Background: an optimization exercise with open tools, aiming at small area, a short achievable clock period and few clock cycles per item. Do not read the settings as production practice. No functional check of the RTL was part of any run shown here. Power figures rest on the tool's default switching activity, not on a simulated workload.

**flow/config.mk**
```make
export PLATFORM = sky130hd
export DESIGN_NAME = proc_simd_sat_alu_pipe
export DESIGN_NICKNAME = proc_simd_sat_alu_pipe
export VERILOG_FILES = /design/flow/design.v
export SDC_FILE = /design/flow/constraint.sdc
export NUM_CORES = 4
export LEC_CHECK = 0
export CAP_MARGIN = 20
export CORE_MARGIN = 2
export CORE_UTILIZATION = 40
export SLEW_MARGIN = 20
```
**flow/constraint.sdc**
```tcl
create_clock -name core_clock -period 11.0 [get_ports {clk}]
set_input_delay 2.2000 -clock core_clock [delete_from_list [all_inputs] [get_ports {clk}]]
set_output_delay 2.2000 -clock core_clock [all_outputs]
set_load 0.01 [all_outputs]
```
**flow/run.sh**
```bash
#!/bin/bash
# synth_recipe.tcl (not shown) runs the flow's synth.tcl, then flattens the netlist and writes it again
# the make line also repeats each setting of config.mk as NAME=value (left out here)
make -C /OpenROAD-flow-scripts/flow DESIGN_CONFIG=/design/flow/config.mk WORK_HOME=/design/flow/orfs CLKGATE_MAP_FILE= SYNTH_SCRIPT=/design/flow/synth_recipe.tcl finish
```
**flow/design.v**
```verilog
module proc_simd_sat_alu_pipe #(
   parameter int p_nbits       = 32,
   parameter int p_ov_set_wins = 1
) (
   input  logic               clk,
   input  logic               reset,
   input  logic               req_val,
   output logic               req_rdy,
   input  logic [3:0]         req_fn,
   input  logic [1:0]         req_ew,
   input  logic [p_nbits-1:0] req_in0,
   input  logic [p_nbits-1:0] req_in1,
   output logic               resp_val,
   input  logic               resp_rdy,
   output logic [p_nbits-1:0] resp_out,
   output logic               resp_sat,
   input  logic               ov_clr,
   output logic               ov_flag
);
   logic        s1_val;
   logic [3:0]  fn;
   logic [1:0]  ew;
   logic [31:0] a, b;
   logic m8, m16, m32, sad;
   assign sad = (ew == 2'd3);
   assign m8  = (ew == 2'd0) || sad;
   assign m16 = (ew == 2'd1);
   assign m32 = (ew == 2'd2);
   logic brk1, brk2, brk3;
   assign brk1 = m8;
   assign brk2 = m8 | m16;
   assign brk3 = m8;
   logic        sub;
   logic [31:0] bx;
   assign sub = sad || !(fn == 4'd0 || fn == 4'd2 || fn == 4'd4);
   assign bx  = b ^ {32{sub}};
   logic        ga1, gb1, ga2, gb2, ga3, gb3;
   assign ga1 = brk1 ? sub : 1'b1;  assign gb1 = brk1 ? sub : 1'b0;
   assign ga2 = brk2 ? sub : 1'b1;  assign gb2 = brk2 ? sub : 1'b0;
   assign ga3 = brk3 ? sub : 1'b1;  assign gb3 = brk3 ? sub : 1'b0;
   logic [36:0] xa, xb, xs;
   assign xa = {1'b0, a[31:24], ga3, a[23:16], ga2, a[15:8], ga1, a[7:0], 1'b1};
   assign xb = {1'b0, bx[31:24], gb3, bx[23:16], gb2, bx[15:8], gb1, bx[7:0], sub};
   assign xs = xa + xb;
   logic [31:0] s;
   logic [3:0]  cb;    
   assign s  = {xs[35:28], xs[26:19], xs[17:10], xs[8:1]};
   assign cb = {xs[36], xs[27], xs[18], xs[9]};
   logic [3:0] nb, ab, vb, sgnb;
   always_comb begin
      for (int i = 0; i < 4; i++) begin
         nb[i]   = s[8*i+7];
         ab[i]   = a[8*i+7];
         vb[i]   = s[8*i+7] ^ a[8*i+7] ^ bx[8*i+7] ^ cb[i];
      end
   end
   logic [3:0] cl, vl, nl, al;    
   always_comb begin
      for (int i = 0; i < 4; i++) begin
         int t;
         t = m8 ? i : (m16 ? (i | 1) : 3);
         cl[i] = cb[t];
         vl[i] = vb[t];
         nl[i] = nb[t];
         al[i] = ab[t];
      end
   end
   logic [3:0] ult, slt;
   assign ult = ~cl;
   assign slt = nl ^ vl;
   logic [31:0] msb;
   always_comb begin
      for (int j = 0; j < 32; j++)
         msb[j] = m8 ? ((j % 8) == 7) : (m16 ? ((j % 16) == 15) : (j == 31));
   end
   logic [4:0] shb [4];
   always_comb begin
      for (int i = 0; i < 4; i++) begin
         if (m8)       shb[i] = {2'b00, b[8*i +: 3]};
         else if (m16) shb[i] = {1'b0, b[16*(i/2) +: 4]};
         else          shb[i] = b[4:0];
      end
   end
   logic        right;
   logic [31:0] x, y;
   logic [4:0]  shx [4];
   logic [3:0]  fill;
   logic [31:0] st [6];
   assign right = (fn == 4'd13) || (fn == 4'd14);
   always_comb begin
      for (int j = 0; j < 32; j++) x[j] = right ? a[31-j] : a[j];
      for (int i = 0; i < 4; i++) begin
         shx[i]  = right ? shb[3-i] : shb[i];
         fill[i] = (fn == 4'd14) ? al[3-i] : 1'b0;
      end
      st[0] = x;
      for (int k = 0; k < 5; k++) begin
         for (int j = 0; j < 32; j++) begin
            int base;
            base = m8 ? (j / 8) * 8 : (m16 ? (j / 16) * 16 : 0);
            if (shx[j/8][k]) begin
               if (j - (1 << k) >= base) st[k+1][j] = st[k][j - (1 << k)];
               else                      st[k+1][j] = fill[j/8];
            end else
               st[k+1][j] = st[k][j];
         end
      end
      for (int j = 0; j < 32; j++) y[j] = right ? st[5][31-j] : st[5][j];
   end
   logic [3:0] ovb, ovs;
   always_comb begin
      for (int i = 0; i < 4; i++) begin
         logic [1:0] d, hi;
         logic       any, part;
         d    = m8 ? 2'd0 : (m16 ? 2'(~i & 1) : 2'(3 - i));
         hi   = shb[i][4:3];
         any  = 1'b0;
         part = 1'b0;
         for (int q = 0; q < 8; q++) begin
            logic df;
            df  = a[8*i+q] ^ al[i];
            any = any | df;
            if (shb[i][2:0] >= 3'(7 - q)) part = part | df;
         end
         ovb[i] = (hi > d) ? any : ((hi == d) ? part : 1'b0);
      end
      for (int i = 0; i < 4; i++)
         ovs[i] = m8 ? ovb[i] : (m16 ? (ovb[i|1] | ovb[i & 2]) : (|ovb));
   end
   logic [31:0] acc, acc_g, sp_out;
   logic [21:0] acc_hi_inc;
   logic [7:0]  ad [4];
   logic [3:0]  bw;    
   assign bw         = ~cb;
   assign acc_g      = fn[0] ? 32'd0 : acc;
   assign acc_hi_inc = acc_g[31:10] + 22'd1;
   always_comb for (int i = 0; i < 4; i++) ad[i] = s[8*i +: 8] ^ {8{bw[i]}};
   logic [10:0] t0a, t0b, t1a, t1b, t2a, t2b, t3a, t3b, t4a, t4b, t5a, t5b;
   logic [10:0] sad_lo;
   assign t0a = 11'(ad[0]) ^ 11'(ad[1]) ^ 11'(ad[2]);
   assign t0b = {2'b0, (ad[0] & ad[1]) | (ad[0] & ad[2]) | (ad[1] & ad[2]), bw[1]};
   assign t1a = 11'(ad[3]) ^ 11'(acc_g[9:0]) ^ 11'(bw[0]);
   assign t1b = {(11'(ad[3]) & 11'(acc_g[9:0])) | (11'(ad[3]) & 11'(bw[0]))
                 | (11'(acc_g[9:0]) & 11'(bw[0])), 1'b0} | 11'(bw[2]);
   assign t2a = t0a ^ t0b ^ t1a;
   assign t2b = {(t0a & t0b) | (t0a & t1a) | (t0b & t1a), 1'b0} | 11'(bw[3]);
   assign t3a = t2a ^ t2b ^ t1b;
   assign t3b = {(t2a & t2b) | (t2a & t1b) | (t2b & t1b), 1'b0};
   assign sad_lo = t3a + t3b;
   assign sp_out = {sad_lo[10] ? acc_hi_inc : acc_g[31:10], sad_lo[9:0]};
   logic [3:0] e_s, e_a, e_b, e_y, e_one, e_svm, e_svo, satb;
   always_comb begin
      for (int i = 0; i < 4; i++) begin
         logic e_sv;
         e_s[i]  = (fn == 4'd0) || (fn == 4'd1) || ((fn == 4'd2 || fn == 4'd3) && !vl[i])
                || (fn == 4'd4 && !cl[i]) || (fn == 4'd5 && cl[i]);
         e_one[i] = (fn == 4'd4 && cl[i]) || (fn == 4'd10 && slt[i]) || (fn == 4'd11 && ult[i]);
         e_sv    = ((fn == 4'd2 || fn == 4'd3) && vl[i]) || (fn == 4'd15 && ovs[i]);
         e_a[i]  = (fn == 4'd6 && !slt[i]) || (fn == 4'd7 && slt[i])
                || (fn == 4'd8 && !ult[i]) || (fn == 4'd9 && ult[i]);
         e_b[i]  = (fn == 4'd6 && slt[i]) || (fn == 4'd7 && !slt[i])
                || (fn == 4'd8 && ult[i]) || (fn == 4'd9 && !ult[i]);
         e_y[i]  = (fn == 4'd12) || (fn == 4'd13) || (fn == 4'd14) || (fn == 4'd15 && !ovs[i]);
         e_svm[i] = e_one[i] || (e_sv && al[i]);
         e_svo[i] = e_one[i] || (e_sv && !al[i]);
         case (fn)
            4'd2, 4'd3: satb[i] = vl[i];
            4'd4:       satb[i] = cl[i];
            4'd5:       satb[i] = ~cl[i];
            4'd15:      satb[i] = ovs[i];
            default:    satb[i] = 1'b0;
         endcase
      end
   end
   logic [31:0] res;
   always_comb begin
      for (int j = 0; j < 32; j++) begin
         int i;
         i = j / 8;
         res[j] = (e_s[i] & s[j]) | (e_a[i] & a[j]) | (e_b[i] & b[j]) | (e_y[i] & y[j])
                | (msb[j] ? e_svm[i] : e_svo[i]);
      end
   end
   logic [31:0] alu_out;
   logic        alu_sat;
   assign alu_out = sad ? sp_out : res;
   assign alu_sat = !sad && (|satb);
   logic        o_val, k_val;
   logic [31:0] o_out, k_out;
   logic        o_sat, k_sat;
   logic        take, mv, ov_set;
   assign req_rdy  = !(s1_val && k_val);
   assign take     = o_val && resp_rdy;
   assign mv       = s1_val && !k_val;
   assign resp_val = o_val;
   assign resp_out = o_out;
   assign resp_sat = o_sat;
   assign ov_set   = take && o_sat;
   always_ff @(posedge clk) begin
      if (!reset) begin
         s1_val  <= 1'b0;
         o_val   <= 1'b0;
         k_val   <= 1'b0;
         acc     <= '0;
         ov_flag <= 1'b0;
      end else begin
         if (req_rdy) s1_val <= req_val;
         if (!o_val || resp_rdy) o_val <= k_val || mv;
         k_val <= k_val ? !resp_rdy : (mv && o_val && !resp_rdy);
         if (mv && sad) acc <= sp_out;
         if (ov_set && ov_clr) ov_flag <= (p_ov_set_wins != 0);
         else if (ov_set)      ov_flag <= 1'b1;
         else if (ov_clr)      ov_flag <= 1'b0;
      end
   end
   always_ff @(posedge clk) begin
      if (req_rdy) begin
         fn <= req_fn;
         ew <= req_ew;
         a  <= req_in0;
         b  <= req_in1;
      end
      if (!o_val || resp_rdy) begin
         o_out <= k_val ? k_out : alu_out;
         o_sat <= k_val ? k_sat : alu_sat;
      end
      if (!k_val) begin
         k_out <= alu_out;
         k_sat <= alu_sat;
      end
   end
endmodule
```
==> results of run 1 <==
cell families (layout without fill, tap and decap cells):
kind of cell / count (synthesis) / count (layout) / share of synthesized area [%]
AOI/OAI and AO/OA: 716 / 716 / 29.5
muxes: 84 / 84 / 5.39
DFF: 172 / 172 / 27.0
and+or+nand+nor: 605 / 605 / 18.0
adders and majority gates: 83 / 83 / 7.50
xor gates and xnor gates: 139 / 139 / 7.43
other: 0 / 1 / 0
buffers and inverters: 225 / 284 / 5.21
area by class of cell:
type / count / area [µm²] / area share [%]
multi-input combinational: 1627 / 11300 / 59.9
sequential: 172 / 4470 / 23.8
timing repair buffer: 155 / 1440 / 7.65
tap: 532 / 666 / 3.54
clock buffer: 19 / 453 / 2.41
inverter: 97 / 364 / 1.94
clock inverter: 13 / 148 / 0.785
antenna: 1 / 2.50 / 0.0133
state kept, by name, summed over array words and instances (netlist names), 2 cells and up:
name,count
a,32
acc,32
b,32
k_out,32
o_out,32
fn,4
ew,2
cells in the final DEF, fill, tap and decap left out, drive strengths merged, types with 11 or more instances in the layout:
cell type / count
a221oi: 27
a21o: 31
or2: 13
buf: 45
o21a: 15
fa: 27
nand2b: 16
xor2: 47
mux2i: 60
a21oi: 127
edfxtp: 103
nand4: 12
and3: 18
nor2b: 50
nand3: 63
o211ai: 42
mux2: 22
a22oi: 31
a32oi: 13
nor3: 32
o21ai: 168
a31oi: 55
inv: 104
or3: 11
xnor2: 91
a21boi: 20
a211oi: 47
and2: 40
o22ai: 15
nand2: 196
clkbuf: 19
ha: 56
dfxtp: 69
nor2: 114
clkdlybuf4s50: 110
per-stage QoR:
stage / area [µm²] / util (%) / setup slack, ns
floorplan: 16600 / - / 1.49
global placement: 18200 / 44.5 / 1.50
detailed placement: 18200 / 44.5 / 1.47
CTS: 18800 / 46.0 / 1.41
global route: 18800 / 46.0 / 0.924
finish: 18800 / 46.0 / 1.60
routing by layer:
metal	track usage, %	vias up
met5	0	-
met4	14.4	0
met3	6.02	146
met2	46.2	951
met1	46.7	8099
li1	-	7648
power breakdown:
part	leakage, nW	switching [mW]	internal (mW)
sequential	1.66	0.0714	0.827
clock	0.298	0.300	0.334
combinational	5.20	2.00	1.26
worst max-delay path, delay by kind of cell, from the launching register on:
family	cells	cell delay (ns)
XOR/XNOR	4	1.13
AO/OA/AOI/OAI	13	3.58
flip-flops	1	0.68
buffers and inverters	4	0.69
AND/OR/NAND/NOR	6	0.96
adder cells (fa/ha/maj)	5	2.11
worst paths after layout:
check	start	to	cells past startpoint
worst max-delay path	fn[2]	o_out[31]	32
worst min-delay path	k_out[14]	k_out[14]	2
worst max register to register	fn[2]	o_out[31]	32
worst min register to register	k_out[14]	k_out[14]	2
==> impl_metrics.toml, run 1 <==
[status]
status = "complete, no violations"

[cts]
post-cts-setup-buffer-count = 0
clock_tree.buffer_depth = 2
post_cts_resized = 0
ctsHoldBuffers = 0
cts-root-buf = "clkbuf_16"
cts.clk_slew.worst_paths_ns = 0.08
htreeDepth = 4
clk_latency_ns = 0.48
cts_tree = "built"
cts_sinks = 172
numCtsBuffers = 17

[sta]
setup_viol = 0
timing.fmax_mhz = 106
fin_skew_ns = 0.0141
fin_crit_sh_pct = 85.5
hold_viol = 0
drv_slew = 0
rsz0062_at_grt = "no"
timing.hold.ws_ns = 0.466
slew_headroom_pct = 26.8
fin_crit_ns = 9.40
tightestPinTransition_ns = 1.07
tns_ns = 0

[routing]
wl_met1_um = 31700
highest_layer = "met4"
dr_wl_met2_um = 29400
viasPerCell = 6.44
remaining_drc_errors = 0
vias = 16800
drt_wl_total_um = 71000
drt_pass1_iterations = 7
drtIter0Drc = 2675
wl_met3_um = 6660
wl_per_cell_um = 27.2
ant_nets = 0

[power_and_ir_drop]
power_density_nw_per_um2 = 255
leakagePower_nw = 7.16
totalPowerFinal_mw = 4.80
vdd_drop_max_v = 0.000423

[global_route]
overflow = 0
track_usage_pct = 32.2
grt_max_degree = 71
grt_pass1_wl_um = 104000
antenna_found_initial = 1
grt_pass1_vias = 15600

[floorplanning]
die_w_um = 207
die_h_um = 207
core_um2 = 40800
ioPinCount = 111
row_count = 74
dieArea_um2 = 43000
initial_core_util_pct = 40.6

[logic_synthesis]
synth_most_common_cell = "nand2_1"
syn-num-nets = 2182
ys_async_sr_fraction_pct = 0
ys_seq_area_share_pct = 27.0
synth_top_area_share_pct = 18.7
synthCells = 2024
synth_cell_type_count = 89
synth_area_um2 = 16600
synth_common_cells = "nand2_1 (196), o21ai_0 (158), a21oi_1 (127)"
synth-main-ff-cell = "edfxtp_1"
ys_ff_latch = 172
synth_edf_count = 103
yosysTopAreaCell = "edfxtp_1"
yosysWarnings = 36
postSynthAreaPerCell_um2 = 8.18
synth_area_leaders = "edfxtp_1 (19%), dfxtp_1 (8.3%), xnor2_1 (4.8%)"

[setup_path]
ff2ff_setup_slack_ns = 1.60
cpMostUsedCell = "fa_1"
crit_path_end_kind = "register"
path_class = "register to register"
crit_path_start_kind = "register"
critPathArrivalTime_ns = 9.68
cp.required_ns = 11.28
slowest_delay_ns = 0.68
crit_path_top_delay_cell = "edfxtp_1"
worstPathMaxFanout = 21

[job]
max-cap-violations = 0

[final_layout]
layout.nets = 2228
layout-drive-gt1-share_pct = 7.15
syn2layout_area_growth_pct = 13.5
instances_no_fill = 2616
fillers = 4006

[hold_path]
hold_class = "register to register"

[placement]
dpl.hpwl_um = 54800
port-buffer-count = 110
placed_cells = 2583
finalWeightedCongestion = 1.02
==> inputs of run 2 (changes only) <==
--- a/flow/design.v
+++ b/flow/design.v
@@ -21,9 +21,13 @@
    logic [3:0]  fn;
-   logic [1:0]  ew;
-   logic [31:0] a, b;
-   logic m8, m16, m32, sad;
-   assign sad = (ew == 2'd3);
-   assign m8  = (ew == 2'd0) || sad;
-   assign m16 = (ew == 2'd1);
-   assign m32 = (ew == 2'd2);
+   logic [31:0] a, bx;    
+   logic        sub, m8, m16, sad, right;
+   logic        d_sub, d_m8, d_m16, d_sad, d_right;
+   assign d_sad   = (req_ew == 2'd3);
+   assign d_m8    = (req_ew == 2'd0) || d_sad;
+   assign d_m16   = (req_ew == 2'd1);
+   assign d_sub   = d_sad || (!req_fn[3] && !(req_fn == 4'd0 || req_fn == 4'd2 || req_fn == 4'd4))
+                 || (req_fn == 4'd8) || (req_fn == 4'd9) || (req_fn == 4'd10) || (req_fn == 4'd11);
+   assign d_right = (req_fn == 4'd13) || (req_fn == 4'd14);
+   logic [31:0] b;
+   assign b = bx ^ {32{sub}};
    logic brk1, brk2, brk3;
@@ -32,6 +36,2 @@
    assign brk3 = m8;
-   logic        sub;
-   logic [31:0] bx;
-   assign sub = sad || !(fn == 4'd0 || fn == 4'd2 || fn == 4'd4);
-   assign bx  = b ^ {32{sub}};
    logic        ga1, gb1, ga2, gb2, ga3, gb3;
@@ -83,3 +83,2 @@
    end
-   logic        right;
    logic [31:0] x, y;
@@ -88,3 +87,2 @@
    logic [31:0] st [6];
-   assign right = (fn == 4'd13) || (fn == 4'd14);
    always_comb begin
@@ -107,3 +105,3 @@
       end
-      for (int j = 0; j < 32; j++) y[j] = right ? st[5][31-j] : st[5][j];
+      y = st[5];
    end
@@ -150,3 +148,3 @@
    assign sp_out = {sad_lo[10] ? acc_hi_inc : acc_g[31:10], sad_lo[9:0]};
-   logic [3:0] e_s, e_a, e_b, e_y, e_one, e_svm, e_svo, satb;
+   logic [3:0] e_s, e_a, e_b, e_y, e_yr, e_one, e_svm, e_svo, satb;
    always_comb begin
@@ -162,3 +160,4 @@
                 || (fn == 4'd8 && ult[i]) || (fn == 4'd9 && !ult[i]);
-         e_y[i]  = (fn == 4'd12) || (fn == 4'd13) || (fn == 4'd14) || (fn == 4'd15 && !ovs[i]);
+         e_y[i]  = (fn == 4'd12) || (fn == 4'd15 && !ovs[i]);
+         e_yr[i] = (fn == 4'd13) || (fn == 4'd14);
          e_svm[i] = e_one[i] || (e_sv && al[i]);
@@ -179,3 +178,3 @@
          i = j / 8;
-         res[j] = (e_s[i] & s[j]) | (e_a[i] & a[j]) | (e_b[i] & b[j]) | (e_y[i] & y[j])
+         res[j] = (e_s[i] & s[j]) | (e_a[i] & a[j]) | (e_b[i] & b[j]) | (e_y[i] & y[j]) | (e_yr[i] & y[31-j])
                 | (msb[j] ? e_svm[i] : e_svo[i]);
@@ -217,6 +216,10 @@
       if (req_rdy) begin
-         fn <= req_fn;
-         ew <= req_ew;
-         a  <= req_in0;
-         b  <= req_in1;
+         fn    <= req_fn;
+         a     <= req_in0;
+         bx    <= req_in1 ^ {32{d_sub}};
+         sub   <= d_sub;
+         m8    <= d_m8;
+         m16   <= d_m16;
+         sad   <= d_sad;
+         right <= d_right;
       end
--- a/flow/config.mk
+++ b/flow/config.mk
@@ -10,2 +10,3 @@
 export CORE_UTILIZATION = 40
+export SETUP_SLACK_MARGIN = 5
 export SLEW_MARGIN = 20
==> impl_metrics.toml, run 2 <==
[sta]
tns_ns = 0
timing.fmax_mhz = 145
fin_skew_ns = 0.0149
slew_headroom_pct = 28.8
setup_viol = 0
drv_slew = 0
fin_crit_ns = 6.91
fin_crit_sh_pct = 62.8
hold_viol = 0
rsz0062_at_grt = "yes"
fin_ws_ns = 4.09
tightestPinTransition_ns = 1.07

[power_and_ir_drop]
vdd_drop_max_v = 0.000682
p_clk_share_pct = 7.6
p_int_mw = 4.30
p_seq_share_pct = 11.3
power_frac_comb_pct = 81.1
totalPowerFinal_mw = 8.36
leakagePower_nw = 8.45
power_density_nw_per_um2 = 373
p_switching_mw = 4.06
p_sw_share_pct = 48.6

[floorplanning]
initial_core_util_pct = 40.6
core_um2 = 43200
die_w_um = 213
ioPinCount = 111
row_count = 76
die_h_um = 213
dieArea_um2 = 45500

[cts]
htreeDepth = 4
cts-root-buf = "clkbuf_16"
clock_tree.buffer_depth = 2
numCtsBuffers = 17
cts.clk_slew.worst_paths_ns = 0.08
cts_sinks = 175
cts_tree = "built"
clk_latency_ns = 0.50

[logic_synthesis]
ys_async_sr_fraction_pct = 0
synth_area_leaders = "edfxtp_1 (18%), dfxtp_1 (7.9%), xnor2_1 (6.5%)"
yosysWarnings = 36
syn-num-nets = 2310
synth_area_um2 = 17500
ys_seq_area_share_pct = 26.1
synth_common_cells = "nand2_1 (219), a21oi_1 (154), nor2_1 (144)"
synth-main-ff-cell = "edfxtp_1"
synthCells = 2153
synth_cell_type_count = 103
synth_edf_count = 106
synth_most_common_cell = "nand2_1"
postSynthAreaPerCell_um2 = 8.13
synth_top_area_share_pct = 18.2
ys_ff_latch = 175
yosysTopAreaCell = "edfxtp_1"

[global_route]
grtUsageMet2_pct = 50.7
grt_pass1_wl_um = 116000
grt_pass1_vias = 18000
grtUsageMet1_pct = 46.0
overflow = 0
track_usage_pct = 34.8
busiest_layer = "met2"
antenna_found_initial = 1
use_met3_pct = 8.30
grt_max_degree = 73

[placement]
finalWeightedCongestion = 1.04
placed_cells = 2738
place_area_um2 = 19200
port-buffer-count = 110
preCtsSetupSlack_ns = 3.15
dpl.hpwl_um = 55600

[status]
status = "complete, no violations"

[routing]
drt_wl_total_um = 79500
ant_nets = 0
wl_per_cell_um = 27.1
remaining_drc_errors = 0
viasPerCell = 6.54
vias = 19200
drtIter0Drc = 2395
drt_pass1_iterations = 6

[final_layout]
syn2layout_area_growth_pct = 28.0
mostFrequentLayoutCell = "nand2_1"
fin_area_um2 = 22400
layout-drive-gt1-share_pct = 20.7
instances_no_fill = 2933
layout.nets = 2491
layout_common_cells = "nand2_1 (209), buf_4 (161), nor2_1 (135)"

[setup_path]
crit_path_start_kind = "register"
crit_path_top_delay_cell = "fa_2"
crit_path_end_kind = "register"
worstPathMaxFanout = 4
path_class = "register to register"
slowest_delay_ns = 0.55
cpMostUsedCell = "buf_4"
rr_worst_depth = 32
cp.required_ns = 11.20
critPathArrivalTime_ns = 7.11

[hold_path]
hold_path_depth = 2
hold_class = "register to register"

[job]
max-cap-violations = 0
## run 2: changes by cell type in the layout (fill, tap and decap cells not counted), sizes merged, moves of 23 or more
cell / delta
a211oi: -23
xnor2: +40
a21oi: +28
nor2: +31
nand2: +23
buf: +142
## run 2: worst paths after layout
check	startpoint	to	slack, ns
min	k_out[30]	k_out[30]	0.46
max	a[11]	o_out[13]	4.09
max reg2reg	a[11]	o_out[13]	4.09
min reg2reg	k_out[30]	k_out[30]	0.46
## run 2: layer usage
metal / vias up / share of wire (%)
met5: - / 0.016
met4: 2 / 7.6
met3: 300 / 12
met2: 1312 / 41
met1: 9215 / 39
li1: 8366 / -
## run 2: timing repair
item,in CTS,in global routing
setup buffers,121,33
setup endpoints to repair,90,82
resized for setup,162,76
pin swaps,77,60
hold buffers,0,0
cloned,8,0
## run 2: logic make-up after synthesis
kind of cell	share of synthesized area (%)
AO/OA/AOI/OAI	27.0
XOR/XNOR	9.30
adder cells (fa/ha/maj)	7.06
buffers and inverters	5.40
flip-flops	26.1
multiplexers	6.40
AND/OR/NAND/NOR	18.7
## run 2: worst max-delay path, delay by kind of cell (launching register included)
kind                       cells  cell delay, ns
AOI/OAI and AO/OA             12            1.86
xor gates and xnor gates       3            0.48
adders and majority gates      5            2.07
buffers and inverters          8            0.96
DFF                            1            0.51
and+or+nand+nor                4            0.74
## run 2: layout make-up
type | instances | area [µm²]
Inverter | 97 | 364
Timing Repair Buffer | 304 | 2890
Tap cell | 585 | 732
Multi-Input combinational cell | 1739 | 13200
Sequential cell | 175 | 4570
Antenna cell | 1 | 2.50
Clock inverter | 15 | 184
Fill cell | 4049 | 20800
Clock buffer | 17 | 425
## run 2: through the flow
step	util, %	hold slack, ns
after floorplan	-	0.418
final	51.9	0.459
after global placement	44.6	0.437
after CTS	50.5	0.462
after detailed placement	44.6	0.444
after global routing	51.9	0.482
## run 2: power groups by stage
| stage | Combinational (mW) | Sequential (mW) | Clock [mW] |
|---|---|---|---|
| floorplan | 3.08 | 0.950 | 0 |
| global placement | 4.36 | 0.990 | 0 |
| detailed placement | 4.44 | 0.992 | 0 |
| CTS | 5.87 | 0.944 | 0.650 |
| global route | 7.15 | 0.955 | 0.675 |
| finish | 6.78 | 0.946 | 0.638 |
==> inputs of run 3 (changes only) <==
--- a/flow/design.v
+++ b/flow/design.v
@@ -127,23 +127,11 @@
    end
-   logic [31:0] acc, acc_g, sp_out;
-   logic [21:0] acc_hi_inc;
    logic [7:0]  ad [4];
    logic [3:0]  bw;    
-   assign bw         = ~cb;
-   assign acc_g      = fn[0] ? 32'd0 : acc;
-   assign acc_hi_inc = acc_g[31:10] + 22'd1;
+   logic [10:0] x1, y1, sv1, cv1;
+   assign bw = ~cb;
    always_comb for (int i = 0; i < 4; i++) ad[i] = s[8*i +: 8] ^ {8{bw[i]}};
-   logic [10:0] t0a, t0b, t1a, t1b, t2a, t2b, t3a, t3b, t4a, t4b, t5a, t5b;
-   logic [10:0] sad_lo;
-   assign t0a = 11'(ad[0]) ^ 11'(ad[1]) ^ 11'(ad[2]);
-   assign t0b = {2'b0, (ad[0] & ad[1]) | (ad[0] & ad[2]) | (ad[1] & ad[2]), bw[1]};
-   assign t1a = 11'(ad[3]) ^ 11'(acc_g[9:0]) ^ 11'(bw[0]);
-   assign t1b = {(11'(ad[3]) & 11'(acc_g[9:0])) | (11'(ad[3]) & 11'(bw[0]))
-                 | (11'(acc_g[9:0]) & 11'(bw[0])), 1'b0} | 11'(bw[2]);
-   assign t2a = t0a ^ t0b ^ t1a;
-   assign t2b = {(t0a & t0b) | (t0a & t1a) | (t0b & t1a), 1'b0} | 11'(bw[3]);
-   assign t3a = t2a ^ t2b ^ t1b;
-   assign t3b = {(t2a & t2b) | (t2a & t1b) | (t2b & t1b), 1'b0};
-   assign sad_lo = t3a + t3b;
-   assign sp_out = {sad_lo[10] ? acc_hi_inc : acc_g[31:10], sad_lo[9:0]};
+   assign x1  = 11'(ad[0] ^ ad[1] ^ ad[2]);
+   assign y1  = 11'({(ad[0] & ad[1]) | (ad[0] & ad[2]) | (ad[1] & ad[2]), bw[0]});
+   assign sv1 = x1 ^ y1 ^ 11'(ad[3]);
+   assign cv1 = {(x1[9:0] & y1[9:0]) | (x1[9:0] & 10'(ad[3])) | (y1[9:0] & 10'(ad[3])), bw[1]};
    logic [3:0] e_s, e_a, e_b, e_y, e_yr, e_one, e_svm, e_svo, satb;
@@ -178,10 +166,27 @@
          i = j / 8;
-         res[j] = (e_s[i] & s[j]) | (e_a[i] & a[j]) | (e_b[i] & b[j]) | (e_y[i] & y[j]) | (e_yr[i] & y[31-j])
-                | (msb[j] ? e_svm[i] : e_svo[i]);
-      end
-   end
-   logic [31:0] alu_out;
-   logic        alu_sat;
-   assign alu_out = sad ? sp_out : res;
-   assign alu_sat = !sad && (|satb);
+         res[j] = (e_s[i] & s[j]) | (e_a[i] & a[j]) | (e_b[i] & b[j]) | (e_y[i] & y[j])
+                | (e_yr[i] & y[31-j]) | (msb[j] ? e_svm[i] : e_svo[i]);
+      end
+   end
+   logic [31:0] s2_in;
+   logic        s2_sat_in;
+   assign s2_in     = sad ? {8'd0, bw[3], bw[2], cv1, sv1} : res;
+   assign s2_sat_in = !sad && (|satb);
+   logic        s2_val, s2_sat, s2_sad, s2_clr;
+   logic [31:0] s2_r;
+   logic [31:0] acc, acc_g, sp_out, o_in;
+   logic [21:0] acc_hi_run;    
+   logic [10:0] x3, y3;
+   logic [11:0] sad_lo;
+   assign acc_g = s2_clr ? 32'd0 : acc;
+   always_comb begin
+      acc_hi_run[0] = 1'b1;
+      for (int k = 1; k < 22; k++) acc_hi_run[k] = acc_hi_run[k-1] & acc_g[9+k];
+   end
+   assign x3     = 11'(acc_g[9:0]) ^ s2_r[10:0] ^ s2_r[21:11];
+   assign y3     = {(10'(acc_g[9:0]) & s2_r[9:0]) | (10'(acc_g[9:0]) & s2_r[20:11])
+                    | (s2_r[9:0] & s2_r[20:11]), s2_r[22]};
+   assign sad_lo = {x3, 1'b1} + {y3, s2_r[23]};
+   assign sp_out = {acc_g[31:10] ^ ({22{sad_lo[11]}} & acc_hi_run), sad_lo[10:1]};
+   assign o_in   = s2_sad ? sp_out : s2_r;
    logic        o_val, k_val;
@@ -189,6 +194,7 @@
    logic        o_sat, k_sat;
-   logic        take, mv, ov_set;
-   assign req_rdy  = !(s1_val && k_val);
+   logic        take, mv2, s2_ld, ov_set;
+   assign mv2      = s2_val && !k_val;           
+   assign s2_ld    = !s2_val || !k_val;          
+   assign req_rdy  = !s1_val || s2_ld;           
    assign take     = o_val && resp_rdy;
-   assign mv       = s1_val && !k_val;
    assign resp_val = o_val;
@@ -200,2 +206,3 @@
          s1_val  <= 1'b0;
+         s2_val  <= 1'b0;
          o_val   <= 1'b0;
@@ -206,5 +213,6 @@
          if (req_rdy) s1_val <= req_val;
-         if (!o_val || resp_rdy) o_val <= k_val || mv;
-         k_val <= k_val ? !resp_rdy : (mv && o_val && !resp_rdy);
-         if (mv && sad) acc <= sp_out;
+         if (s2_ld)   s2_val <= s1_val;
+         if (!o_val || resp_rdy) o_val <= k_val || mv2;
+         k_val <= k_val ? !resp_rdy : (mv2 && o_val && !resp_rdy);
+         if (mv2 && s2_sad) acc <= sp_out;
          if (ov_set && ov_clr) ov_flag <= (p_ov_set_wins != 0);
@@ -225,9 +233,15 @@
       end
+      if (s2_ld) begin
+         s2_r   <= s2_in;
+         s2_sat <= s2_sat_in;
+         s2_sad <= sad;
+         s2_clr <= fn[0];
+      end
       if (!o_val || resp_rdy) begin
-         o_out <= k_val ? k_out : alu_out;
-         o_sat <= k_val ? k_sat : alu_sat;
+         o_out <= k_val ? k_out : o_in;
+         o_sat <= k_val ? k_sat : s2_sat;
       end
       if (!k_val) begin
-         k_out <= alu_out;
-         k_sat <= alu_sat;
+         k_out <= o_in;
+         k_sat <= s2_sat;
       end
--- a/flow/config.mk
+++ b/flow/config.mk
@@ -12 +12,2 @@
 export SLEW_MARGIN = 20
+export TNS_END_PERCENT = 0
==> impl_metrics.toml, run 3 <==
[logic_synthesis]
ys_seq_area_share_pct = 29.3
synth_most_common_cell = "nand2_1"
yosysWarnings = 36
ys_async_sr_fraction_pct = 0
ys_ff_latch = 211
synth_top_area_share_pct = 22.0
postSynthAreaPerCell_um2 = 8.54
synthCells = 2253
synth_common_cells = "nand2_1 (211), a21oi_1 (169), nor2_1 (151)"
yosysTopAreaCell = "edfxtp_1"
synth_area_leaders = "edfxtp_1 (22%), dfxtp_1 (7.3%), xnor2_1 (6.1%)"
synth_edf_count = 141
synth_area_um2 = 19300
syn-num-nets = 2402
synth-main-ff-cell = "edfxtp_1"
synth_cell_type_count = 114

[sta]
fin_crit_ns = 5.61
drv_slew = 0
tns_ns = 0
timing.fmax_mhz = 178
setup_viol = 0
rsz0062_at_grt = "no"
hold_viol = 0
fin_crit_sh_pct = 51.0
tightestPinTransition_ns = 1.23
fin_skew_ns = 0.0122
slew_headroom_pct = 18.1

[job]
max-cap-violations = 0

[placement]
dpl.hpwl_um = 67700
finalWeightedCongestion = 1.04
port-buffer-count = 110

[final_layout]
fillers = 4671
diodes = 0
multi_input_area_um2 = 12800
layout_common_cells = "nand2_1 (210), a21oi_1 (168), nor2_1 (151)"
layout.nets = 2438
syn2layout_area_growth_pct = 12.8
seq_area_um2 = 5640
layout-drive-gt1-share_pct = 7.50
mostFrequentLayoutCell = "nand2_1"

[floorplanning]
ioPinCount = 111
die_w_um = 223
initial_core_util_pct = 40.4
row_count = 80
die_h_um = 223
dieArea_um2 = 49900
core_um2 = 47600

[cts]
cts-root-buf = "clkbuf_16"
ctsHoldBuffers = 0
cts_tree = "built"
numCtsBuffers = 26
post-cts-setup-buffer-count = 0
clk_latency_ns = 0.58
cts_sinks = 211
htreeDepth = 1
clock_tree.buffer_depth = 3
cts.clk_slew.worst_paths_ns = 0.07
post_cts_resized = 0

[hold_path]
hold_class = "register to register"

[routing]
wl_per_cell_um = 29.9
viasPerCell = 6.63
ant_nets = 0
remaining_drc_errors = 0
drtIter0Drc = 2422
drt_pass1_iterations = 6
vias = 19400
drt_wl_total_um = 87300

[status]
status = "complete, no violations"

[setup_path]
path_class = "register to register"
critPathArrivalTime_ns = 5.94
crit_path_start_kind = "register"
worstPathMaxFanout = 67
crit_path_end_kind = "register"
cp.required_ns = 11.33

[power_and_ir_drop]
totalPowerFinal_mw = 4.85
vdd_drop_max_v = 0.000116
leakagePower_nw = 7.80
power_density_nw_per_um2 = 223

[global_route]
grt_pass1_vias = 18100
grt_pass1_wl_um = 126000
antenna_found_initial = 6
overflow = 0
track_usage_pct = 34.4
grt_max_degree = 75
[run 3: cell count changes after synthesis, sizes merged, moves of 14 or more]
| cell | before | now |
|---|---|---|
| inv | 94 | 49 |
| edfxtp | 106 | 141 |
| a211oi | 24 | 47 |
| nand3 | 56 | 77 |
| a21o | 15 | 31 |
| a21oi | 155 | 169 |
| and3 | 14 | 28 |
[run 3: per-layer routing]
metal  global-route usage, %  routed length [µm]  share of wire (%)
met1                    46.1               36100                 41
met2                    52.1               37500                 43
met3                    6.39                7960                9.1
met4                    19.2                5740                6.6
met5                       0                  63              0.072
[run 3: cell families after synthesis]
group / share of synthesized area (%)
AOI/OAI and AO/OA: 27.5
xor gates and xnor gates: 8.59
adders and majority gates: 5.90
buffers and inverters: 4.13
DFF: 29.3
muxes: 5.04
and+or+nand+nor: 19.5
[run 3: cell type report]
type | instances | area share (%)
inverters | 50 | 0.881
well taps | 615 | 3.54
multi-input cells | 1847 | 59.2
clock inverters | 17 | 0.858
repair buffers | 153 | 6.56
flip-flops and latches | 211 | 26.0
clock buffers | 29 | 3.05
[run 3: worst max-delay path, stage by stage, from the launching register on]
cell and delay [ns]:
edfxtp_1 0.32, buf_4 0.38, buf_4 0.73, xor2_1 0.20
buf_4 0.26, nand2_1 0.41, nand3_1 0.32, a32oi_1 0.23
a32oi_1 0.54, o22ai_1 0.22, a211o_1 0.34, o21ai_0 0.54
o221ai_1 0.24, a21o_1 0.20, o41a_1 0.36
[run 3: worst paths after layout]
kind	start	end	slack, ns	depth (start not counted)
setup / recovery	sub	s2_r[18]	5.39	14
setup reg to reg	sub	s2_r[18]	5.39	14
hold reg to reg	acc[4]	acc[4]	0.45	2
hold / removal	acc[4]	acc[4]	0.45	2
[run 3: where the power goes]
part	switching (mW)	internal (mW)	total, mW
clock network	0.368	0.504	0.872
registers	0.169	1.08	1.25
logic	1.69	1.04	2.73
[run 3: metrics by stage]
stage	util, %	setup slack, ns	hold slack (ns)	cells	instance area (µm²)
after floorplan	-	6.16	0.423	2253	19300
after global placement	43.8	5.44	0.438	2876	20900
after detailed placement	43.8	5.43	0.443	2876	20900
after CTS	45.6	5.40	0.452	2922	21700
after global routing	45.6	5.23	0.469	2922	21700
final	45.6	5.39	0.449	2922	21700
==> inputs of run 4 (changes only) <==
--- a/flow/design.v
+++ b/flow/design.v
@@ -22,3 +22,4 @@
    logic [31:0] a, bx;    
-   logic        sub, m8, m16, sad, right;
+   logic        m8, m16, sad, right;
+   logic        cin, gk1, gp1, gk2, gp2;    
    logic        d_sub, d_m8, d_m16, d_sad, d_right;
@@ -30,4 +31,2 @@
    assign d_right = (req_fn == 4'd13) || (req_fn == 4'd14);
-   logic [31:0] b;
-   assign b = bx ^ {32{sub}};
    logic brk1, brk2, brk3;
@@ -37,8 +36,8 @@
    logic        ga1, gb1, ga2, gb2, ga3, gb3;
-   assign ga1 = brk1 ? sub : 1'b1;  assign gb1 = brk1 ? sub : 1'b0;
-   assign ga2 = brk2 ? sub : 1'b1;  assign gb2 = brk2 ? sub : 1'b0;
-   assign ga3 = brk3 ? sub : 1'b1;  assign gb3 = brk3 ? sub : 1'b0;
+   assign ga1 = gk1 | gp1;  assign gb1 = gk1;
+   assign ga2 = gk2 | gp2;  assign gb2 = gk2;
+   assign ga3 = gk1 | gp1;  assign gb3 = gk1;
    logic [36:0] xa, xb, xs;
    assign xa = {1'b0, a[31:24], ga3, a[23:16], ga2, a[15:8], ga1, a[7:0], 1'b1};
-   assign xb = {1'b0, bx[31:24], gb3, bx[23:16], gb2, bx[15:8], gb1, bx[7:0], sub};
+   assign xb = {1'b0, bx[31:24], gb3, bx[23:16], gb2, bx[15:8], gb1, bx[7:0], cin};
    assign xs = xa + xb;
@@ -78,5 +77,5 @@
       for (int i = 0; i < 4; i++) begin
-         if (m8)       shb[i] = {2'b00, b[8*i +: 3]};
-         else if (m16) shb[i] = {1'b0, b[16*(i/2) +: 4]};
-         else          shb[i] = b[4:0];
+         if (m8)       shb[i] = {2'b00, bx[8*i +: 3]};
+         else if (m16) shb[i] = {1'b0, bx[16*(i/2) +: 4]};
+         else          shb[i] = bx[4:0];
       end
@@ -166,3 +165,3 @@
          i = j / 8;
-         res[j] = (e_s[i] & s[j]) | (e_a[i] & a[j]) | (e_b[i] & b[j]) | (e_y[i] & y[j])
+         res[j] = (e_s[i] & s[j]) | (e_a[i] & a[j]) | (e_b[i] & ~bx[j]) | (e_y[i] & y[j])
                 | (e_yr[i] & y[31-j]) | (msb[j] ? e_svm[i] : e_svo[i]);
@@ -197,3 +196,7 @@
    assign s2_ld    = !s2_val || !k_val;          
-   assign req_rdy  = !s1_val || s2_ld;           
+   logic        s1_val_n, s2_val_n, k_val_n, rdy_q;
+   assign req_rdy  = rdy_q;
+   assign s1_val_n = req_rdy ? req_val : s1_val;
+   assign s2_val_n = s2_ld ? s1_val : s2_val;
+   assign k_val_n  = k_val ? !resp_rdy : (mv2 && o_val && !resp_rdy);
    assign take     = o_val && resp_rdy;
@@ -207,2 +210,3 @@
          s2_val  <= 1'b0;
+         rdy_q   <= 1'b1;
          o_val   <= 1'b0;
@@ -212,6 +216,7 @@
       end else begin
-         if (req_rdy) s1_val <= req_val;
-         if (s2_ld)   s2_val <= s1_val;
+         s1_val <= s1_val_n;
+         s2_val <= s2_val_n;
+         k_val  <= k_val_n;
+         rdy_q  <= !s1_val_n || !s2_val_n || !k_val_n;
          if (!o_val || resp_rdy) o_val <= k_val || mv2;
-         k_val <= k_val ? !resp_rdy : (mv2 && o_val && !resp_rdy);
          if (mv2 && s2_sad) acc <= sp_out;
@@ -227,3 +232,2 @@
          bx    <= req_in1 ^ {32{d_sub}};
-         sub   <= d_sub;
          m8    <= d_m8;
@@ -232,2 +236,7 @@
          right <= d_right;
+         cin   <= d_sub;
+         gk1   <= d_m8 & d_sub;
+         gp1   <= !d_m8;
+         gk2   <= (d_m8 | d_m16) & d_sub;
+         gp2   <= !(d_m8 | d_m16);
       end
==> flow/flow/run.sh (new file) <==
#!/bin/bash
set -o pipefail
export SETUP_SLACK_MARGIN=8
export TNS_END_PERCENT=0
bash standard.sh finish > standard_flow.log 2>&1
==> flow/standard.sh (new file) <==
#!/bin/bash
# synth_recipe.tcl (not shown) runs the flow's synth.tcl, then flattens the netlist and writes it again
# the make line also repeats each setting of config.mk as NAME=value (left out here)
make -C /OpenROAD-flow-scripts/flow DESIGN_CONFIG=/design/flow/config.mk WORK_HOME=/design/flow/orfs CLKGATE_MAP_FILE= SYNTH_SCRIPT=/design/flow/synth_recipe.tcl "${@:-finish}"
--- a/flow/config.mk
+++ b/flow/config.mk
@@ -10,4 +10,2 @@
 export CORE_UTILIZATION = 40
-export SETUP_SLACK_MARGIN = 5
 export SLEW_MARGIN = 20
-export TNS_END_PERCENT = 0
removed: flow/run.sh
==> impl_metrics.toml, run 4 <==
[status]
status = "complete, no violations"

[routing]
drtIter0Drc = 2294
vias = 17700
ant_nets = 0
drt_wl_total_um = 75800
viasPerCell = 6.45
drt_pass1_iterations = 8
remaining_drc_errors = 0
wl_per_cell_um = 27.6

[sta]
slew_headroom_pct = 30.5
fin_ws_ns = 6.63
timing.hold.ws_ns = 0.452
fin_crit_ns = 4.37
fin_crit_sh_pct = 39.7
drv_slew = 0
fin_skew_ns = 0.0182
hold_viol = 0
tns_ns = 0
timing.fmax_mhz = 229
setup_viol = 0
rsz0062_at_grt = "yes"
tightestPinTransition_ns = 1.04

[cts]
cts_tree = "built"
htreeDepth = 1
cts_sinks = 216
cts-root-buf = "clkbuf_16"
clk_latency_ns = 0.57
cts.clk_slew.worst_paths_ns = 0.07
clock_tree.buffer_depth = 3
ctsHoldBuffers = 0
numCtsBuffers = 25

[logic_synthesis]
synth-xor-area-share_pct = 7.38
postSynthAreaPerCell_um2 = 9.07
synth-main-ff-cell = "edfxtp_1"
ys_ff_latch = 216
synth_top_family_by_area = "compound AO/OA/AOI/OAI gates"
synth_common_cells = "nand2_1 (175), o21ai_0 (156), edfxtp_1 (145)"
yosysTopAreaCell = "edfxtp_1"
synthCells = 1968
yosysWarnings = 36
synth_top_area_share_pct = 24.4
synth_cell_type_count = 101
synth_fa_ha_area_share_pct = 6.43
synth_area_um2 = 17900
synth_edf_count = 145
ys_seq_area_share_pct = 32.3
synthMuxAreaShare_pct = 8.97
synth-compound-area-share_pct = 25.4
syn-num-nets = 2118
synth-simple-area-share_pct = 15.4
synth_most_common_cell = "nand2_1"
ys_async_sr_fraction_pct = 0
synth_area_leaders = "edfxtp_1 (24%), dfxtp_1 (8.0%), xnor2_1 (5.1%)"

[power_and_ir_drop]
vdd_drop_max_v = 0.000138
power_density_nw_per_um2 = 212
totalPowerFinal_mw = 4.74
leakagePower_nw = 8.12

[global_route]
use_met3_pct = 5.46
grt_max_degree = 72
antenna_found_initial = 2
grtUsageMet1_pct = 42.6
grt_pass1_wl_um = 109000
busiest_layer = "met2"
grtUsageMet2_pct = 47.7
track_usage_pct = 31.4
overflow = 0
grt_pass1_vias = 16200

[placement]
dpl.hpwl_um = 56400
preCtsSetupSlack_ns = 5.36
place_area_um2 = 19700
placed_cells = 2600
port-buffer-count = 110
finalWeightedCongestion = 1.01

[setup_path]
path_cells = "ha_4 -> a211oi_4 -> o211ai_1 -> buf_4 -> a31oi_4 -> buf_12 -> buf_4 -> o32a_1 -> o211ai_1 -> buf_4 -> mux2i_1 -> a211oi_4 -> mux2i_4 -> a222oi_1 -> o211a_1 -> a32oi_2"
timing.rr.start = "a[0]"
cp.required_ns = 11.26
r2r-end = "s2_r[19]"
crit_path_start_kind = "register"
slowest_delay_ns = 0.65
critPathArrivalTime_ns = 4.63
path_class = "register to register"
rr_worst_depth = 16
ff2ff_setup_slack_ns = 6.63
cpMostUsedCell = "buf_4"
crit_path_end_kind = "register"
worstPathMaxFanout = 5
crit_path_top_delay_cell = "a222oi_1"

[final_layout]
layout_common_cells = "nand2_1 (172), edfxtp_1 (145), o21ai_0 (137)"
layout.nets = 2285
layout-drive-gt1-share_pct = 19.3
fin_area_um2 = 22400
syn2layout_area_growth_pct = 25.4
instances_no_fill = 2748
fillers = 4215
mostFrequentLayoutCell = "nand2_1"
postLayoutCoreUtil_pct = 50.8

[floorplanning]
core_um2 = 44100
dieArea_um2 = 46400
die_w_um = 215
initial_core_util_pct = 40.5
die_h_um = 215
row_count = 77
ioPinCount = 111

[hold_path]
hold_path_depth = 2
worstHoldEndpoint = "acc[5]"
hold_start = "acc[5]"
hold_class = "register to register"

[job]
max-cap-violations = 0
-- run 4: worst max path at each step --
stage,depth (start not counted),slack (ns),to,startpoint
after CTS,17,6.66,s2_r[6],bx[0]
final,16,6.63,s2_r[19],a[0]
after detailed placement,13,5.36,s2_r[19],m8
after floorplan,18,7.00,o_out[15],s2_clr
after global placement,14,5.20,s2_r[23],m8
after global routing,13,6.63,s2_r[6],a[10]
-- run 4: layout make-up --
class,instances,area (µm²),share of cell area (%)
multi-input combinational,1571,12400,55.4
tap,592,741,3.31
timing repair buffer,264,2410,10.8
sequential,216,5780,25.8
clock inverter,9,68.8,0.307
antenna,2,5.00,0.0223
inverter,57,219,0.977
clock buffer,37,753,3.36
-- run 4: cell families (layout without fill, tap and decap cells) --
kind of cell / count (synthesis) / in the layout
flops: 216 / 216
compound gates: 675 / 675
other cells: 0 / 2
xor+xnor: 142 / 142
mux: 123 / 123
fa+ha+maj: 75 / 75
buf+inv: 182 / 367
simple gates: 555 / 556
-- run 4: timing repair --
item                                    4_1_cts  5_1_grt
pin swaps                                    29       42
gates cloned                                  0        1
buffers inserted                             45       53
gates resized for setup                     112      112
endpoints found under the setup margin      187      229
-- run 4: critical path: cells and delay by family, from the launching register on --
| kind | cells | cell delay (ns) |
|---|---|---|
| buffers and inverters | 4 | 0.59 |
| DFF | 1 | 0.54 |
| adders and majority gates | 1 | 0.31 |
| muxes | 2 | 0.30 |
| AOI/OAI and AO/OA | 9 | 2.32 |
-- run 4: report_power, final --
part           internal [mW]  leakage, nW  switching (mW)
clock network          0.479        0.411           0.353
registers               1.09         2.14           0.127
logic                   1.11         5.57            1.58
-- run 4: layer usage --
| metal | wire length, µm | up-vias |
|---|---|---|
| met4 | 4880 | 2 |
| met3 | 7200 | 210 |
| met5 | 63 | - |
| met1 | 30800 | 8592 |
| li1 | - | 7860 |
| met2 | 32800 | 1053 |
==> inputs of run 5 (changes only) <==
--- a/flow/config.mk
+++ b/flow/config.mk
@@ -9,3 +9,5 @@
 export CORE_MARGIN = 2
-export CORE_UTILIZATION = 40
+export CORE_UTILIZATION = 55
+export CTS_BUF_LIST = sky130_fd_sc_hd__clkbuf_4 sky130_fd_sc_hd__clkbuf_8
+export CTS_CLUSTER_SIZE = 30
 export SLEW_MARGIN = 20
==> impl_metrics.toml, run 5 <==
[status]
status = "complete, no violations"

[cts]
clk_latency_ns = 0.63
clock_tree.buffer_depth = 3
cts.clk_slew.worst_paths_ns = 0.07
numCtsBuffers = 37
htreeDepth = 2
cts-root-buf = "clkbuf_8"
cts_tree = "built"
cts_sinks = 216

[logic_synthesis]
synth_edf_count = 145
synth_most_common_cell = "nand2_1"
syn-num-nets = 2118
yosysWarnings = 36
yosysTopAreaCell = "edfxtp_1"
ys_async_sr_fraction_pct = 0
postSynthAreaPerCell_um2 = 9.07
ys_ff_latch = 216
synth_area_um2 = 17900
ys_seq_area_share_pct = 32.3
synth-main-ff-cell = "edfxtp_1"
synthCells = 1968
synth_cell_type_count = 101
synth_top_area_share_pct = 24.4
synth_common_cells = "nand2_1 (175), o21ai_0 (156), edfxtp_1 (145)"
synth_area_leaders = "edfxtp_1 (24%), dfxtp_1 (8.0%), xnor2_1 (5.1%)"

[setup_path]
crit_path_start = "bx[18]"
cpMostUsedCell = "a211oi_2"
slowest_delay_ns = 0.71
crit_path_end_kind = "register"
crit_path_start_kind = "register"
timing.rr.start = "bx[18]"
ff2ff_setup_slack_ns = 6.56
cp.required_ns = 11.33
path_class = "register to register"
critPathArrivalTime_ns = 4.76
rr_worst_depth = 12
r2r-end = "s2_r[16]"
path_cells = "ha_4 -> a211oi_2 -> o21ai_1 -> a41o_1 -> or3_1 -> o21ai_4 -> xnor2_1 -> a211oi_2 -> mux2i_4 -> a222oi_1 -> o211a_1 -> a32oi_1"
crit_path_top_delay_cell = "a222oi_1"
cp-endpoint = "s2_r[16]"
worstPathMaxFanout = 7

[global_route]
grt_pass1_vias = 17500
overflow = 0
use_met3_pct = 13.0
grt_pass1_wl_um = 110000
busiest_layer = "met2"
track_usage_pct = 44.1
grt_max_degree = 74
grtUsageMet2_pct = 65.6
antenna_found_initial = 1
grtUsageMet1_pct = 55.5

[hold_path]
hold_class = "register to register"

[final_layout]
fillers = 2374
postLayoutCoreUtil_pct = 68.6
syn2layout_area_growth_pct = 22.1
layout_common_cells = "nand2_1 (173), edfxtp_1 (145), o21ai_0 (135)"
layout-drive-gt1-share_pct = 17.8
instances_no_fill = 2581
layout.nets = 2267
mostFrequentLayoutCell = "nand2_1"

[floorplanning]
dieArea_um2 = 33900
die_h_um = 184
core_um2 = 31800
ioPinCount = 111
initial_core_util_pct = 56.2
die_w_um = 184
row_count = 65

[sta]
rsz0062_at_grt = "yes"
slew_headroom_pct = 22.4
fin_ws_ns = 6.56
tightestPinTransition_ns = 1.16
fin_crit_sh_pct = 40.3
timing.hold.ws_ns = 0.453
tns_ns = 0
drv_slew = 0
fin_skew_ns = 0.0541
hold_viol = 0
timing.fmax_mhz = 225
fin_crit_ns = 4.44
setup_viol = 0

[power_and_ir_drop]
power_density_nw_per_um2 = 220
vdd_drop_max_v = 0.000161
leakagePower_nw = 7.96

[placement]
port-buffer-count = 110
preCtsSetupSlack_ns = 5.54
placed_cells = 2432
finalWeightedCongestion = 1.08
dpl.hpwl_um = 53300

[routing]
vias = 18600
drtIter0Drc = 2600
viasPerCell = 7.19
drt_pass1_iterations = 8
remaining_drc_errors = 0
ant_nets = 0
drt_wl_total_um = 75800
wl_per_cell_um = 29.4

[job]
max-cap-violations = 0
[run 5: cell counts after synthesis]
No cell type changed its count.
[run 5: through the flow]
step / total power, mW / cell area (µm²)
global placement: 3.50 / 19400
detailed placement: 3.56 / 19400
global route: 5.00 / 21800
floorplan: 2.78 / 18000
finish: 4.81 / 21800
CTS: 4.62 / 21500
[run 5: repair_timing]
item	4_1_cts	5_1_grt
setup endpoints to repair	187	222
setup buffers	66	13
pin swaps	35	25
hold buffers	0	0
gates resized for setup	131	54
cloned	2	0
[run 5: worst min path at each step]
stage / startpoint / to / slack [ns] / depth (start not counted)
6_report: acc[7] / acc[7] / 0.45 / 2
3_5_place_dp: acc[7] / acc[7] / 0.44 / 2
4_1_cts: acc[7] / acc[7] / 0.45 / 2
3_3_place_gp: acc[8] / acc[8] / 0.44 / 2
5_1_grt: acc[7] / acc[7] / 0.49 / 2
2_1_floorplan: k_out[13] / k_out[13] / 0.42 / 2
[run 5: area by class of cell]
class / instances / area (µm²) / area share (%)
flip-flops and latches: 216 / 5780 / 26.5
well taps: 435 / 544 / 2.50
repair buffers: 235 / 2220 / 10.2
multi-input cells: 1570 / 12200 / 55.9
inverters: 57 / 214 / 0.981
clock inverters: 19 / 231 / 1.06
clock buffers: 46 / 608 / 2.79
diodes: 3 / 7.51 / 0.0344
[run 5: worst max-delay path, delay by kind of cell (launching register included)]
family                     cells  cell delay (ns)
AOI/OAI and AO/OA              8             2.42
xor gates and xnor gates       1             0.24
adders and majority gates      1             0.31
DFF                            1             0.64
muxes                          1             0.16
and+or+nand+nor                1             0.38
[run 5: layer usage]
| metal | up-vias | routed length (µm) |
|---|---|---|
| li1 | 7832 | - |
| met1 | 8785 | 27700 |
| met2 | 1547 | 31400 |
| met3 | 399 | 9990 |
| met4 | 0 | 6760 |
| met5 | - | 0 |
[run 5: power breakdown]
part | total (mW) | switching [mW] | internal, mW
clock | 0.852 | 0.367 | 0.485
sequential | 1.24 | 0.145 | 1.10
combinational | 2.72 | 1.62 | 1.10
[run 5: logic make-up after synthesis]
| group | count (synthesis) | share of synthesized area (%) |
|---|---|---|
| xor+xnor | 142 | 7.38 |
| flops | 216 | 32.3 |
| compound gates | 675 | 25.4 |
| mux | 123 | 8.97 |
| simple gates | 555 | 15.4 |
| fa+ha+maj | 75 | 6.43 |
| buf+inv | 182 | 4.05 |
==> inputs of run 6 (changes only) <==
--- a/flow/config.mk
+++ b/flow/config.mk
@@ -7,2 +7,3 @@
 export LEC_CHECK = 0
+export ABC_AREA = 1
 export CAP_MARGIN = 20
==> impl_metrics.toml, run 6 <==
[status]
status = "complete, no violations"

[logic_synthesis]
synth-simple-area-share_pct = 29.9
syn-num-nets = 2670
synth-xor-area-share_pct = 5.98
yosysWarnings = 36
synthMuxAreaShare_pct = 0.287
synth_cell_type_count = 61
synth_most_common_cell = "nand2_1"
ys_ff_latch = 216
synth_top_family_by_area = "simple AND/OR/NAND/NOR gates"
synthCells = 2520
synth_area_um2 = 17400
synth_edf_count = 145
synth_top_area_share_pct = 25.0
synth_common_cells = "nand2_1 (781), inv_1 (281), o21ai_0 (240)"
synth_area_leaders = "edfxtp_1 (25%), nand2_1 (17%), dfxtp_1 (8.2%)"
yosysTopAreaCell = "edfxtp_1"
postSynthAreaPerCell_um2 = 6.92
ys_seq_area_share_pct = 33.1
synth-compound-area-share_pct = 15.7
synth_fa_ha_area_share_pct = 6.59
synth-main-ff-cell = "edfxtp_1"
ys_async_sr_fraction_pct = 0

[final_layout]
layout.nets = 2912
layout-drive-gt1-share_pct = 19.4
diodes = 0
mostFrequentLayoutCell = "nand2_1"
layout_common_cells = "nand2_1 (732), inv_1 (272), o21ai_0 (196)"
postLayoutCoreUtil_pct = 71.4
syn2layout_area_growth_pct = 28.5
fillers = 2336

[cts]
clk_latency_ns = 0.59
cts-root-buf = "clkbuf_8"
cts_sinks = 216
cts_tree = "built"
htreeDepth = 2
cts.clk_slew.worst_paths_ns = 0.08
numCtsBuffers = 37
clock_tree.buffer_depth = 3
ctsHoldBuffers = 0

[placement]
port-buffer-count = 110
dpl.hpwl_um = 53800
finalWeightedCongestion = 1.12

[hold_path]
hold_class = "register to register"
hold_path_depth = 2

[sta]
fin_skew_ns = 0.0401
timing.fmax_mhz = 254
tns_ns = 0
setup_viol = 0
slew_headroom_pct = 31.9
drv_slew = 0
rsz0062_at_grt = "yes"
fin_crit_sh_pct = 35.8
tightestPinTransition_ns = 1.02
hold_viol = 0
fin_crit_ns = 3.94

[power_and_ir_drop]
leakagePower_nw = 10.1
power_density_nw_per_um2 = 224
vdd_drop_max_v = 0.000153
totalPowerFinal_mw = 5.02

[global_route]
grt_pass1_wl_um = 111000
antenna_found_initial = 0
grt_max_degree = 77
grt_pass1_vias = 18800
overflow = 0
track_usage_pct = 44.6

[floorplanning]
ioPinCount = 111
initial_core_util_pct = 55.5
row_count = 65
die_w_um = 182
dieArea_um2 = 33100
die_h_um = 182
core_um2 = 31400

[routing]
drtIter0Drc = 2816
ant_nets = 0
drt_wl_total_um = 76900
wl_per_cell_um = 24.1
viasPerCell = 6.25
drt_pass1_iterations = 9
remaining_drc_errors = 0
vias = 20000

[setup_path]
rr_worst_depth = 16
path_cells = "ha_4 -> nand2_1 -> o21ai_1 -> nand2_1 -> nand2_1 -> a21oi_2 -> nand2_2 -> nand2_1 -> nand2_4 -> buf_4 -> xor2_2 -> fa_1 -> fa_2 -> or2_4 -> nand2_1 -> inv_1"
path_class = "register to register"
slowest_delay_ns = 0.52
crit_path_start_kind = "register"
crit_path_top_delay_cell = "edfxtp_1"
crit_path_end_kind = "register"
critPathArrivalTime_ns = 4.30
cpMostUsedCell = "nand2_1"
cp.required_ns = 11.36
worstPathMaxFanout = 4

[job]
max-cap-violations = 0
-- run 6: kinds of logic (layout without fill, tap and decap cells) --
logic type               after synthesis  count (layout)
adder cells (fa/ha/maj)               75              75
multiplexers                           5               5
flip-flops                           216             216
AND/OR/NAND/NOR                     1223            1225
AO/OA/AOI/OAI                        507             509
buffers and inverters                375             641
XOR/XNOR                             119             119
-- run 6: cell type report --
cell class / count / area, µm² / area share [%]
Multi-Input combinational cell: 1933 / 11600 / 51.9
Clock inverter: 12 / 194 / 0.866
Sequential cell: 216 / 5780 / 25.8
Inverter: 301 / 1170 / 5.24
Timing Repair Buffer: 272 / 2410 / 10.8
Tap cell: 402 / 503 / 2.25
Clock buffer: 55 / 694 / 3.10
Timing Repair inverter: 1 / 8.76 / 0.0391
-- run 6: path summary, 6_finish.rpt --
kind	startpoint	to	slack, ns
max	a[18]	s2_r[14]	7.06
min	k_out[31]	k_out[31]	0.46
max reg2reg	a[18]	s2_r[14]	7.06
min reg2reg	k_out[31]	k_out[31]	0.46
-- run 6: critical path, delay by kind of cell, from the launching register on --
family / cells / cell delay (ns)
AO/OA/AOI/OAI: 2 / 0.47
XOR/XNOR: 1 / 0.16
adder cells (fa/ha/maj): 3 / 1.31
buffers and inverters: 2 / 0.17
flip-flops: 1 / 0.52
AND/OR/NAND/NOR: 8 / 1.11
-- run 6: power breakdown --
part / total (mW) / switching (mW) / internal [mW]
Clock: 0.890 / 0.364 / 0.526
Sequential: 1.25 / 0.164 / 1.09
Combinational: 2.88 / 1.77 / 1.11
Total: 5.02 / 2.30 / 2.72
-- run 6: repair_timing --
item,CTS,global route
gates cloned,1,5
resized for setup,206,112
pin swaps,77,68
endpoints found under the setup margin,222,221
buffers inserted,105,39
-- run 6: per-stage QoR --
step | setup WS (ns) | cell area [µm²] | instances | hold WS [ns]
3_3_place_gp | 6.23 | 19000 | 2975 | 0.436
3_5_place_dp | 6.08 | 19000 | 2975 | 0.437
4_1_cts | 7.32 | 21700 | 3148 | 0.455
6_report | 7.06 | 22400 | 3192 | 0.457
2_1_floorplan | 7.53 | 17600 | 2520 | 0.418
5_1_grt | 7.00 | 22400 | 3192 | 0.495
-- run 6: layer usage --
layer	up-vias	wire length [µm]	global-route usage, %
li1	8778	-	-
met1	9274	28000	56.5
met2	1517	33300	70.0
met3	391	9380	10.1
met4	0	6150	26.2
met5	-	0	0

## separate check: timing with driven ports
How much do the figures lean on ideal ports? The routed layouts below were timed once more, with nothing changed but the port constraints.
Step 1 (the two cells are an assumption about what drives the block):
set clk [get_ports {clk}]
set_driving_cell -lib_cell sky130_fd_sc_hd__clkbuf_16 $clk
set_driving_cell -lib_cell sky130_fd_sc_hd__buf_2 [delete_from_list [all_inputs] $clk]
Step 2, shift: input delay + t, output delay - t, t = (earliest + latest rising clock arrival at the registers) / 2. This alone moves slack from input paths to output paths.
Three values: no drivers, after step 1, after step 2; two values: the first two.
| run | t (ns) | setup slack, ns | hold WS [ns] | worst slew at a driven data input, ns |
|---|---|---|---|---|
| run 1 | 0.530 | 1.598 / 1.598 / 1.598 | 0.466 / 0.466 / 0.466 | 0.04 |
| run 2 | 0.550 | 4.091 / 4.091 / 4.091 | 0.459 / 0.459 / 0.459 | 0.04 |
| run 3 | 0.631 | 5.392 / 5.392 / 5.392 | 0.449 / 0.449 / 0.449 | 0.06 |
| run 4 | 0.625 | 6.632 / 6.632 / 6.632 | 0.452 / 0.452 / 0.452 | 0.05 |
| run 5 | 0.658 | 6.564 / 6.564 / 6.564 | 0.453 / 0.453 / 0.453 | 0.04 |
| run 6 | 0.623 | 7.061 / 7.061 / 6.679 | 0.457 / 0.457 / 0.457 | 0.05 |
After both steps setup and hold are still met in every run listed. For run 6, which loses most, drivers alone change the setup slack by 0.000 ns; drivers and shift together by -0.382 ns.
